Background: an optimization exercise with open tools, aiming at small area and a short achievable clock period. Do not read the settings as production practice.
In this exercise RTL edits were held to simulation tests only and were not proved equivalent to the original.
Power and IR drop assume default switching activity.

==> inputs of v36 <==
Design riscv_pipe, start of the top module:
module riscv_pipe (
	input  logic        clk,
	input  logic        reset,
	input  logic        instr_valid,
	input  logic [31:0] instr,
	output logic        wb_valid,
	output logic [4:0]  wb_rd,
	output logic [31:0] wb_data
);
clock: 6.5 ns
lec_check: 0
cap_margin: 20
core_margin: 2
core_utilization: 60
cts_cluster_diameter: 100
cts_cluster_size: 24
gpl_routability_driven: 0
place_density: 0.65
setup_slack_margin: 3.8
slew_margin: 20
tns_end_percent: 100
run.sh (not shown) runs the stock make flow with config.mk's settings and CLKGATE_MAP_FILE= SYNTH_SCRIPT=/design/flow/synth_recipe.tcl, a recipe that flattens the netlist after the stock synthesis.
==> v25 (differences from v36) <==
--- a/flow/design.v
+++ b/flow/design.v
@@ -1,16 +1,12 @@
 package riscv_pipe_pkg;
 	typedef logic [32-1:0] word_t;
 	typedef logic [5-1:0] reg_addr_t;
 	localparam logic [6:0] OPC_OP     = 7'b0110011;	 
 	localparam logic [6:0] OPC_OP_IMM = 7'b0010011;	 
 	localparam logic [6:0] OPC_LUI    = 7'b0110111;
-	typedef struct packed {
-		logic       add, slt, sltu, xr, orr, an;
-		logic [1:0] sh_r, sh_l;
-	} rsel_t;
 endpackage
 module reg_file (
 	input  logic                      clk,
 	input  logic                      reset,
 	input  logic [32-1:1]      sel1,
 	input  logic [32-1:1]      sel2,
@@ -57,36 +53,40 @@
 	input  riscv_pipe_pkg::word_t a,
 	input  riscv_pipe_pkg::word_t b,	 
 	input  logic                  sub,	 
 	input  logic                  arith,	 
 	input  logic [3:0]            sh_lo,
 	input  logic [3:0]            sh_mid,
-	output riscv_pipe_pkg::word_t sum,
-	output logic                  lt_s,
-	output logic                  lt_u,
-	output riscv_pipe_pkg::word_t x,	 
-	output riscv_pipe_pkg::word_t o,	 
-	output riscv_pipe_pkg::word_t n,	 
-	output riscv_pipe_pkg::word_t r2,	 
-	output riscv_pipe_pkg::word_t l2,	 
-	output logic                  fill
+	input  logic [1:0]            sh_r,
+	input  logic [1:0]            sh_l,
+	input  logic                  sel_add,
+	input  logic                  sel_slt,
+	input  logic                  sel_sltu,
+	input  logic                  sel_xor,
+	input  logic                  sel_or,
+	input  logic                  sel_and,
+	output riscv_pipe_pkg::word_t result
 );
 	logic [32+1:0]    t;
+	riscv_pipe_pkg::word_t sum;
 	logic                cout;
+	logic                lt_u;
+	logic                lt_s;
+	logic                fill;
 	logic [32+14:0]   r0;	 
 	logic [32+11:0]   r1;
+	riscv_pipe_pkg::word_t r2;
 	logic [32+14:0]   l0;	 
 	logic [32+11:0]   l1;
+	riscv_pipe_pkg::word_t l2;
+	riscv_pipe_pkg::word_t sh;
 	assign t     = {1'b0, a, 1'b1} + {1'b0, b, sub};
 	assign sum   = t[32:1];
 	assign cout  = t[32+1];
 	assign lt_u  = ~cout;
 	assign lt_s  = ~(lt_u ^ a[32-1] ^ b[32-1]);	 
-	assign x = a ^ b;
-	assign o = a | b;
-	assign n = a & b;
 	assign fill = arith & a[32-1];
 	assign r0   = {{15{fill}}, a};
 	assign l0   = {a, 15'b0};
 	always_comb begin
 		for (int i = 0; i < 32 + 12; i++) begin
 			r1[i] = (sh_lo[0] & r0[i]) | (sh_lo[1] & r0[i+1]) |
@@ -97,13 +97,23 @@
 		for (int i = 0; i < 32; i++) begin
 			r2[i] = (sh_mid[0] & r1[i]) | (sh_mid[1] & r1[i+4]) |
 				(sh_mid[2] & r1[i+8]) | (sh_mid[3] & r1[i+12]);
 			l2[i] = (sh_mid[0] & l1[i+12]) | (sh_mid[1] & l1[i+8]) |
 				(sh_mid[2] & l1[i+4]) | (sh_mid[3] & l1[i]);
 		end
-	end
+		for (int i = 0; i < 32; i++) begin
+			sh[i] = (sh_r[0] & r2[i]) | (sh_r[1] & (i < 16 ? r2[i+16] : fill)) |
+				(sh_l[0] & l2[i]) | (sh_l[1] & (i >= 16 ? l2[i-16] : 1'b0));
+		end
+	end
+	assign result = ({32{sel_add}} & sum) |
+		({32{sel_xor}} & (a ^ b)) |
+		({32{sel_or}}  & (a | b)) |
+		({32{sel_and}} & (a & b)) |
+		sh |
+		{{(32-1){1'b0}}, (sel_slt & lt_s) | (sel_sltu & lt_u)};
 endmodule
 module riscv_pipe (
 	input  logic        clk,
 	input  logic        reset,
 	input  logic        instr_valid,
 	input  logic [31:0] instr,
@@ -122,31 +132,17 @@
 	logic        id_fwd2_a, id_fwd2_b;	 
 	logic        ex_valid;
 	logic [4:0]  ex_rd;
 	riscv_pipe_pkg::word_t ex_a;
 	riscv_pipe_pkg::word_t ex_b;	 
 	logic [3:0]  ex_sh_lo, ex_sh_mid;	 
+	logic [1:0]  ex_sh_r, ex_sh_l;
 	logic        ex_sub, ex_arith;
-	riscv_pipe_pkg::rsel_t       ex_sel;
+	logic        ex_sel_add, ex_sel_slt, ex_sel_sltu, ex_sel_xor;
+	logic        ex_sel_or, ex_sel_and;
 	riscv_pipe_pkg::word_t alu_result;
-	riscv_pipe_pkg::word_t alu_sum, alu_x, alu_o, alu_n, alu_r2, alu_l2;
-	logic        alu_lt_s, alu_lt_u, alu_fill;
-	function automatic riscv_pipe_pkg::word_t pick(
-		input riscv_pipe_pkg::rsel_t s,
-		input riscv_pipe_pkg::word_t sum, x, o, n, r2, l2,
-		input logic lt_s, lt_u, fill
-	);
-		riscv_pipe_pkg::word_t r;
-		for (int i = 0; i < 32; i++) begin
-			r[i] = (s.add & sum[i]) | (s.xr & x[i]) | (s.orr & o[i]) | (s.an & n[i]) |
-				(s.sh_r[0] & r2[i]) | (s.sh_r[1] & (i < 16 ? r2[(i+16)%32] : fill)) |
-				(s.sh_l[0] & l2[i]) | (s.sh_l[1] & (i >= 16 ? l2[(i+16)%32] : 1'b0));
-		end
-		r[0] = r[0] | (s.slt & lt_s) | (s.sltu & lt_u);
-		pick = r;
-	endfunction
 	logic        wb_v;	 
 	logic [4:0]  wb_r;
 	logic        wb_vn;	 
 	logic [4:0]  wb_rn;
 	riscv_pipe_pkg::word_t wb_d;	 
 	riscv_pipe_pkg::word_t wb_dn;	 
@@ -223,59 +219,52 @@
 	assign imm  = id_lui ? {id_ir[31:12], 12'b0} : {{20{id_ir[31]}}, id_ir[31:20]};
 	assign a_rd = rf1 | ({32{id_fwd2_a}} & wb_fwd);
 	assign b_rd = rf2 | ({32{id_fwd2_b}} & wb_fwd) | ({32{id_imm}} & imm);
 	logic alt;
 	assign alt = id_ir[30] && (!id_imm || id_f3 == 3'b101);
 	logic sub, sel_sr, sel_sl;
-	riscv_pipe_pkg::word_t a_next, b_next;
-	riscv_pipe_pkg::rsel_t sel_a, sel_b;
+	riscv_pipe_pkg::word_t b_next;
 	assign sub    = !id_lui && (id_f3 == 3'b010 || id_f3 == 3'b011 || (id_f3 == 3'b000 && alt));
-	assign sel_a  = ex_sel & {10{id_fwd1_a}};
-	assign sel_b  = ex_sel & {10{id_fwd1_b}};
-	assign a_next = pick(sel_a, alu_sum, alu_x, alu_o, alu_n, alu_r2, alu_l2, alu_lt_s, alu_lt_u, alu_fill) |
-		(a_rd & {32{!id_fwd1_a}});
-	assign b_next = (pick(sel_b, alu_sum, alu_x, alu_o, alu_n, alu_r2, alu_l2, alu_lt_s, alu_lt_u, alu_fill) |
-		(b_rd & {32{!id_fwd1_b}})) ^ {32{sub}};
+	assign b_next = (id_fwd1_b ? alu_result : b_rd) ^ {32{sub}};
 	assign sel_sr = !id_lui && id_f3 == 3'b101;
 	assign sel_sl = !id_lui && id_f3 == 3'b001;
 	always_ff @(posedge clk) begin
-		ex_valid     <= id_valid && !reset;
-		ex_rd        <= id_ir[11:7];
-		ex_a         <= a_next;
-		ex_b         <= b_next;
-		ex_sh_lo     <= 4'b0001 << b_next[1:0];
-		ex_sh_mid    <= 4'b0001 << b_next[3:2];
-		ex_sel.sh_r  <= {sel_sr && b_next[4], sel_sr && !b_next[4]};
-		ex_sel.sh_l  <= {sel_sl && b_next[4], sel_sl && !b_next[4]};
-		ex_sub       <= sub;
-		ex_arith     <= alt;
-		ex_sel.add   <= !id_lui && id_f3 == 3'b000;
-		ex_sel.slt   <= !id_lui && id_f3 == 3'b010;
-		ex_sel.sltu  <= !id_lui && id_f3 == 3'b011;
-		ex_sel.xr    <= !id_lui && id_f3 == 3'b100;
-		ex_sel.orr   <= id_lui || id_f3 == 3'b110;
-		ex_sel.an    <= !id_lui && id_f3 == 3'b111;
+		ex_valid    <= id_valid && !reset;
+		ex_rd       <= id_ir[11:7];
+		ex_a        <= id_fwd1_a ? alu_result : a_rd;
+		ex_b        <= b_next;
+		ex_sh_lo    <= 4'b0001 << b_next[1:0];
+		ex_sh_mid   <= 4'b0001 << b_next[3:2];
+		ex_sh_r     <= {sel_sr && b_next[4], sel_sr && !b_next[4]};
+		ex_sh_l     <= {sel_sl && b_next[4], sel_sl && !b_next[4]};
+		ex_sub      <= sub;
+		ex_arith    <= alt;
+		ex_sel_add  <= !id_lui && id_f3 == 3'b000;
+		ex_sel_slt  <= !id_lui && id_f3 == 3'b010;
+		ex_sel_sltu <= !id_lui && id_f3 == 3'b011;
+		ex_sel_xor  <= !id_lui && id_f3 == 3'b100;
+		ex_sel_or   <= id_lui || id_f3 == 3'b110;
+		ex_sel_and  <= !id_lui && id_f3 == 3'b111;
 	end
 	alu u_alu (
 		.a        (ex_a),
 		.b        (ex_b),
 		.sub      (ex_sub),
 		.arith    (ex_arith),
 		.sh_lo    (ex_sh_lo),
 		.sh_mid   (ex_sh_mid),
-		.sum      (alu_sum),
-		.lt_s     (alu_lt_s),
-		.lt_u     (alu_lt_u),
-		.x        (alu_x),
-		.o        (alu_o),
-		.n        (alu_n),
-		.r2       (alu_r2),
-		.l2       (alu_l2),
-		.fill     (alu_fill)
+		.sh_r     (ex_sh_r),
+		.sh_l     (ex_sh_l),
+		.sel_add  (ex_sel_add),
+		.sel_slt  (ex_sel_slt),
+		.sel_sltu (ex_sel_sltu),
+		.sel_xor  (ex_sel_xor),
+		.sel_or   (ex_sel_or),
+		.sel_and  (ex_sel_and),
+		.result   (alu_result)
 	);
-	assign alu_result = pick(ex_sel, alu_sum, alu_x, alu_o, alu_n, alu_r2, alu_l2, alu_lt_s, alu_lt_u, alu_fill);
 	always_ff @(posedge clk) begin
 		wb_v <= ex_valid && !reset;
 		wb_r <= ex_rd;
 		wb_d  <= alu_result;
 		wb_vn <= !(ex_valid && !reset);
 		wb_rn <= ~ex_rd;
Settings changed: CORE_UTILIZATION 60 to 50, GPL_ROUTABILITY_DRIVEN 0 to unset, PLACE_DENSITY 0.65 to 0.55, SETUP_SLACK_MARGIN 3.8 to 3.9.
==> run summary <==
item                                                                 v36             v25
Pin count of the biggest net entering global routing                  69              54
Number of CTS-inserted buffers                                        61              68
Non-filler cells in the finished layout                             5798            6226
Final cycle utilization of the critical path                       0.447           0.445
DR vias                                                            50600           51100
Worst EP required                                                7.14 ns         7.15 ns
Met1 usage in global routing                                       0.679           0.635
Cell internal pwr                                                11.3 mW         11.7 mW
Site Rows                                                            112             123
R2R setup slack                                                  3.59 ns         3.61 ns
Die Ht                                                            310 um          339 um
Power in combinational cells                                    0.857 mW         1.15 mW
Initial core utilization                                           0.604           0.502
Number of levels the H-tree was split into                             2               3
Clock Buffer Count                                                   111             113
Net switching fraction of the power                                0.235           0.243
Met2 routed WL                                                  99900 um       115000 um
Launch point of the worst path                               id_sel1[12]         ex_b[9]
Via count of the first global-routing pass                         45200           46900
Synthesized-area fraction occupied by xor and xnor cells          0.0122          0.0104
Result of the run                                         finished clean  finished clean
Layout cell share with drive strength beyond 1                     0.141           0.217

==> separate check: timing with driven ports <==
How much do the figures lean on ideal ports? The routed layouts below were timed once more, with nothing changed but the port constraints.
Step 1: set_driving_cell puts a clkbuf_16 on clk and a buf_2 on each other input, an assumption about the parent block.
Step 2 adds t to the input delays and takes it off the output delays; t is the mean of the earliest and latest rising clock arrival at the registers after step 1. Input paths then give back, and output paths get back, about the clock's delay inside the block.
a / b / c = ideal / step 1 / step 2; a / b = the first two.
| run | t, ns | slack for setup (ns) | worst slew at a driven data input, ns |
|---|---|---|---|
| v36 | 0.826 | 3.591 / 3.591 / 3.591 | 0.03 |
| v25 | 0.772 | 3.606 / 3.606 / 3.606 | 0.09 |
After both steps setup and hold are still met in every run listed.
